What follows belongs to an exercise in optimizing a design on an open flow for a short achievable clock period and few clock cycles; a production flow would make more cautious choices.
Function was checked by simulation only, so behaviour that the tests miss may differ from the original.
Power and IR drop assume default switching activity.

==> inputs of run a <==
## pipelineCpu
module pipelineCpu
(
    input  logic             clk,
    input  logic             reset,
    input  logic [32-1:0] instr,
    input  logic [32-1:0] perRdData,
    output logic [32-1:0] pc,
    output logic             perWr,
    output logic             perRd,
    output logic [32-1:0] perAddr,
    output logic [32-1:0] perWdata
);
    localparam logic [2:0] OP_ADD = 3'd0, OP_SUB = 3'd1, OP_AND = 3'd2, OP_OR = 3'd3,
                           OP_SLT = 3'd4;
    logic        fdValid;
    logic [31:0] fdWord;
    logic [31:0] fdPc4;
    logic        deValid;
    logic        deRegWrite, deMemRead, deMemWrite, deBranch, deUseImm;
    logic [2:0]  deAluOp;
    logic [4:0]  deDest;
    logic [31:0] deOpA, deOpB, deImm, deTarget;
    logic        xxValid;
    logic        xxRegWrite, xxMemRead, xxMemWrite, xxBranch, xxUseImm;
    logic [2:0]  xxAluOp;
    logic [4:0]  xxDest;
    logic [15:0] xxResLo, xxStoreLo;
    logic [5:0]  xxIdx;
    logic        xxCAdd, xxCSub, xxEqLo;
    logic [15:0] xxAHi, xxBHi, xxImmHi;
    logic [31:0] xxTarget;
    logic        xxHiAM, xxHiBM;
    logic        emRegWrite, emMemRead, emMemWrite;
    logic [4:0]  emDest;
    logic [31:0] emAlu, emStore, emLoad;
    logic [5:0]  emIdx;
    logic [31:0] emPerAddr, emPerWdata;
    logic        emPerRd, emPerWr;
    logic        mwRegWrite;
    logic [4:0]  mwDest;
    logic [31:0] mwData;
    logic [31:1][31:0]             regs;
    logic [64-1:0][31:0]  dmem;
  ...
Settings: LEC_CHECK=0, ABC_CLOCK_PERIOD_IN_PS=2500, CAP_MARGIN=20, CORE_MARGIN=2, CORE_UTILIZATION=35, PLACE_DENSITY=0.55, SETUP_SLACK_MARGIN=4.7, SLEW_MARGIN=20, TNS_END_PERCENT=100; clock period 7.5 ns.
run.sh (not shown) runs the stock make flow with config.mk's settings and CLKGATE_MAP_FILE= SYNTH_SCRIPT=/design/flow/synth_recipe.tcl, a recipe that flattens the netlist after the stock synthesis.
==> run b (differences from run a) <==
--- a/flow/design.v
+++ b/flow/design.v
@@ -311,24 +311,24 @@
     assign mWB = pW && emDest == dRt;
     assign dUseImm = dAddi || dLw || dSw;
     logic [31:0] deOpC;
     logic        dSubtract;
     assign dSubtract = dAluOp == OP_SUB || dAluOp == OP_SLT;
     logic deLoAX, deLoAM, deLoAW, deLoAR, deAM, deAW, deAR, deHiAM;
     logic deLoBX, deLoBM, deLoBW, deLoBR, deBM, deBW, deBR, deHiBM;
     logic deLoCX, deLoCM, deLoCW, deLoCR, deCM, deCW, deCR, deHiCM;
-    logic deIsAdd, deIsSub, deIsAnd, deIsOr, deIsSlt, deSelSum, deSelDiff;
+    logic deIsAdd, deIsSub, deIsAnd, deIsOr, deIsSlt;
     always_ff @(posedge clk) begin
         deUseImm <= dUseImm;
         deAluOp  <= dAluOp;
         deDest   <= dDest;
         deOpA    <= dOpA;
         deOpB    <= dOpB;
-        deOpC    <= dUseImm ? dImm : dOpB;
+        deOpC    <= dUseImm ? dImm : (dSubtract ? ~dOpB : dOpB);
         deImm    <= dImm;
         deTarget <= dTarget;
         deLoAX   <= mXA;
         deLoAM   <= !mXA && mMA;
         deLoAW   <= !mXA && !mMA && mWA;
         deLoAR   <= !mXA && !mMA && !mWA;
         deAM     <= mMA;
         deAW     <= !mMA && mWA;
@@ -347,42 +347,38 @@
         deLoCW   <= !dUseImm && !mXB && !mMB && mWB;
         deLoCR   <= dUseImm || (!mXB && !mMB && !mWB);
         deCM     <= !dUseImm && mMB;
         deCW     <= !dUseImm && !mMB && mWB;
         deCR     <= dUseImm || (!mMB && !mWB);
         deHiCM   <= !dUseImm && mXB;
         deIsAdd  <= dAluOp == OP_ADD || dAluOp == OP_SUB;
         deIsSub  <= dSubtract;
-        deSelSum <= dAluOp == OP_ADD;
-        deSelDiff <= dAluOp == OP_SUB;
         deIsAnd  <= dAluOp == OP_AND;
         deIsOr   <= dAluOp == OP_OR;
         deIsSlt  <= dAluOp == OP_SLT;
     end
     logic        x1Valid;
     logic [31:0] aFwd, bFwd, cFwd;
     logic [15:0] aLo, bLo, cLo, resLo;
     logic [16:0] sumLo;
     assign x1Valid = deValid && !exTake;
     assign aFwd = (emAlu & {32{deAM}}) | (mwData & {32{deAW}}) | (deOpA & {32{deAR}});
     assign bFwd = (emAlu & {32{deBM}}) | (mwData & {32{deBW}}) | (deOpB & {32{deBR}});
-    assign cFwd = (emAlu & {32{deCM}}) | (mwData & {32{deCW}}) | (deOpC & {32{deCR}});
+    assign cFwd = (((emAlu & {32{deCM}}) | (mwData & {32{deCW}})) ^ {32{deIsSub && !deCR}}) |
+                  (deOpC & {32{deCR}});
     assign aLo  = (xxResLo & {16{deLoAX}}) | (emAlu[15:0] & {16{deLoAM}}) |
                   (mwData[15:0] & {16{deLoAW}}) | (deOpA[15:0] & {16{deLoAR}});
     assign bLo  = (xxResLo & {16{deLoBX}}) | (emAlu[15:0] & {16{deLoBM}}) |
                   (mwData[15:0] & {16{deLoBW}}) | (deOpB[15:0] & {16{deLoBR}});
-    assign cLo  = (xxResLo & {16{deLoCX}}) | (emAlu[15:0] & {16{deLoCM}}) |
-                  (mwData[15:0] & {16{deLoCW}}) | (deOpC[15:0] & {16{deLoCR}});
-    logic [16:0] diffLo;
-    logic [7:0]  idxSum;
-    pfxAdd #(17) addLo (.a({1'b0, aLo}), .b({1'b0, cLo}), .cin(1'b0), .s(sumLo));
-    pfxAdd #(17) subLo (.a({1'b0, aLo}), .b({1'b0, ~bLo}), .cin(1'b1), .s(diffLo));
-    pfxAdd #(8) idxAdd (.a(aLo[7:0]), .b(deImm[7:0]), .cin(1'b0), .s(idxSum));
-    assign resLo = (sumLo[15:0] & {16{deSelSum}}) | (diffLo[15:0] & {16{deSelDiff}}) |
+    assign cLo  = (((xxResLo & {16{deLoCX}}) | (emAlu[15:0] & {16{deLoCM}}) |
+                    (mwData[15:0] & {16{deLoCW}})) ^ {16{deIsSub && !deLoCR}}) |
+                  (deOpC[15:0] & {16{deLoCR}});
+    pfxAdd #(17) addLo (.a({1'b0, aLo}), .b({1'b0, cLo}), .cin(deIsSub), .s(sumLo));
+    assign resLo = (sumLo[15:0] & {16{deIsAdd}}) |
                    (aLo & bLo & {16{deIsAnd}}) | ((aLo | bLo) & {16{deIsOr}});
     logic [15:0] xxCHi;
     logic        xxEqHi;
     logic        xxHiCM;
     logic        xxIsAdd, xxIsSub, xxIsAnd, xxIsOr, xxIsSlt;
     logic [64-1:0] xxIdxHot;
     always_ff @(posedge clk or negedge reset) begin
         if (!reset) begin
@@ -400,35 +396,35 @@
         end
     end
     always_ff @(posedge clk) begin
         xxUseImm  <= deUseImm;
         xxAluOp   <= deAluOp;
         xxDest    <= deDest;
         xxResLo   <= resLo;
         xxStoreLo <= bLo;
-        xxCAdd    <= deIsSub ? diffLo[16] : sumLo[16];
+        xxCAdd    <= sumLo[16];
         xxEqLo    <= aLo == bLo;
         xxEqHi    <= aFwd[31:16] == bFwd[31:16];
         xxAHi     <= aFwd[31:16];
         xxBHi     <= bFwd[31:16];
-        xxCHi     <= deIsSub ? ~bFwd[31:16] : cFwd[31:16];
+        xxCHi     <= cFwd[31:16];
         xxImmHi   <= deImm[31:16];
         xxTarget  <= deTarget;
         xxHiAM    <= deHiAM;
         xxHiBM    <= deHiBM;
         xxHiCM    <= deHiCM;
         xxIsAdd   <= deIsAdd;
         xxIsSub   <= deIsSub;
         xxIsAnd   <= deIsAnd;
         xxIsOr    <= deIsOr;
         xxIsSlt   <= deIsSlt;
         if (deMemRead || deMemWrite) begin
-            xxIdx    <= idxSum[7:2];
-            xxIdxHot <= 64'(1) << idxSum[7:2];
+            xxIdx    <= sumLo[7:2];
+            xxIdxHot <= 64'(1) << sumLo[7:2];
         end
     end
     logic [15:0] aHi, bHi, cHi, sumHi, diffHi;
     logic        lt;
     logic [31:0] res;
     assign aHi = xxHiAM ? emAlu[31:16] : xxAHi;
     assign bHi = xxHiBM ? emAlu[31:16] : xxBHi;
     assign cHi = xxHiCM ? emAlu[31:16] ^ {16{xxIsSub}} : xxCHi;
Settings changed: CORE_UTILIZATION 35 to 30, PLACE_DENSITY 0.55 to 0.5.
==> metrics.log <==
[metrics] Power Total: 52.58 mW
[metrics] VDD IR-drop max: 0.0002101 V
[metrics] switching fraction of total power: 26.84%
[metrics] switching power: 14.11 mW
[metrics] RR Endpoint: xxCAdd
[metrics] buffers outside the clock class: 893
[metrics] result of the run: finished clean
[metrics] pin count of the biggest net entering global routing: between 70 and 80
the above is filed under run a

==> metrics.log <==
[metrics] result of the run: finished clean
[metrics] buffers outside the clock class: around 900
[metrics] Power Total: 53.16 mW
[metrics] pin count of the biggest net entering global routing: 79
[metrics] switching fraction of total power: 26.57%
[metrics] RR Endpoint: xxResLo[15]
the above is filed under run b

Testbench counts of run a, summed over its fixed seeds: cycles 31,492.
Testbench counts of run b, summed over its fixed seeds: cycles 31,492.

## separate check: timing with driven ports
No port has a modelled driver above. Below, the same layouts with a new extraction and two added sets of constraints.
Step 1 assumes that a clkbuf_16 drives the clock port and a buf_2 every other input.
Step 2 moves the port delays by t, midway between the first and last clock arrival at a register: inputs arrive t later, outputs are due t later. That takes back most of the time a late clock gives input paths.
Slacks: ideal ports / drivers / drivers and shift; pairs: ideal ports / drivers.
| run | t, ns | setup slack, ns | hold WS [ns] | worst slew at a driven data input, ns |
|---|---|---|---|---|
| run a | 1.113 | 4.316 / 4.227 / 3.297 | 0.325 / 0.325 / 0.325 | 0.29 |
| run b | 1.140 | 3.955 / 3.955 / 3.174 | 0.320 / 0.320 / 0.320 | 0.20 |
After both steps every run listed still meets setup and hold. For run a, which loses most, drivers alone change the setup slack by -0.089 ns; drivers and shift together by -1.019 ns.
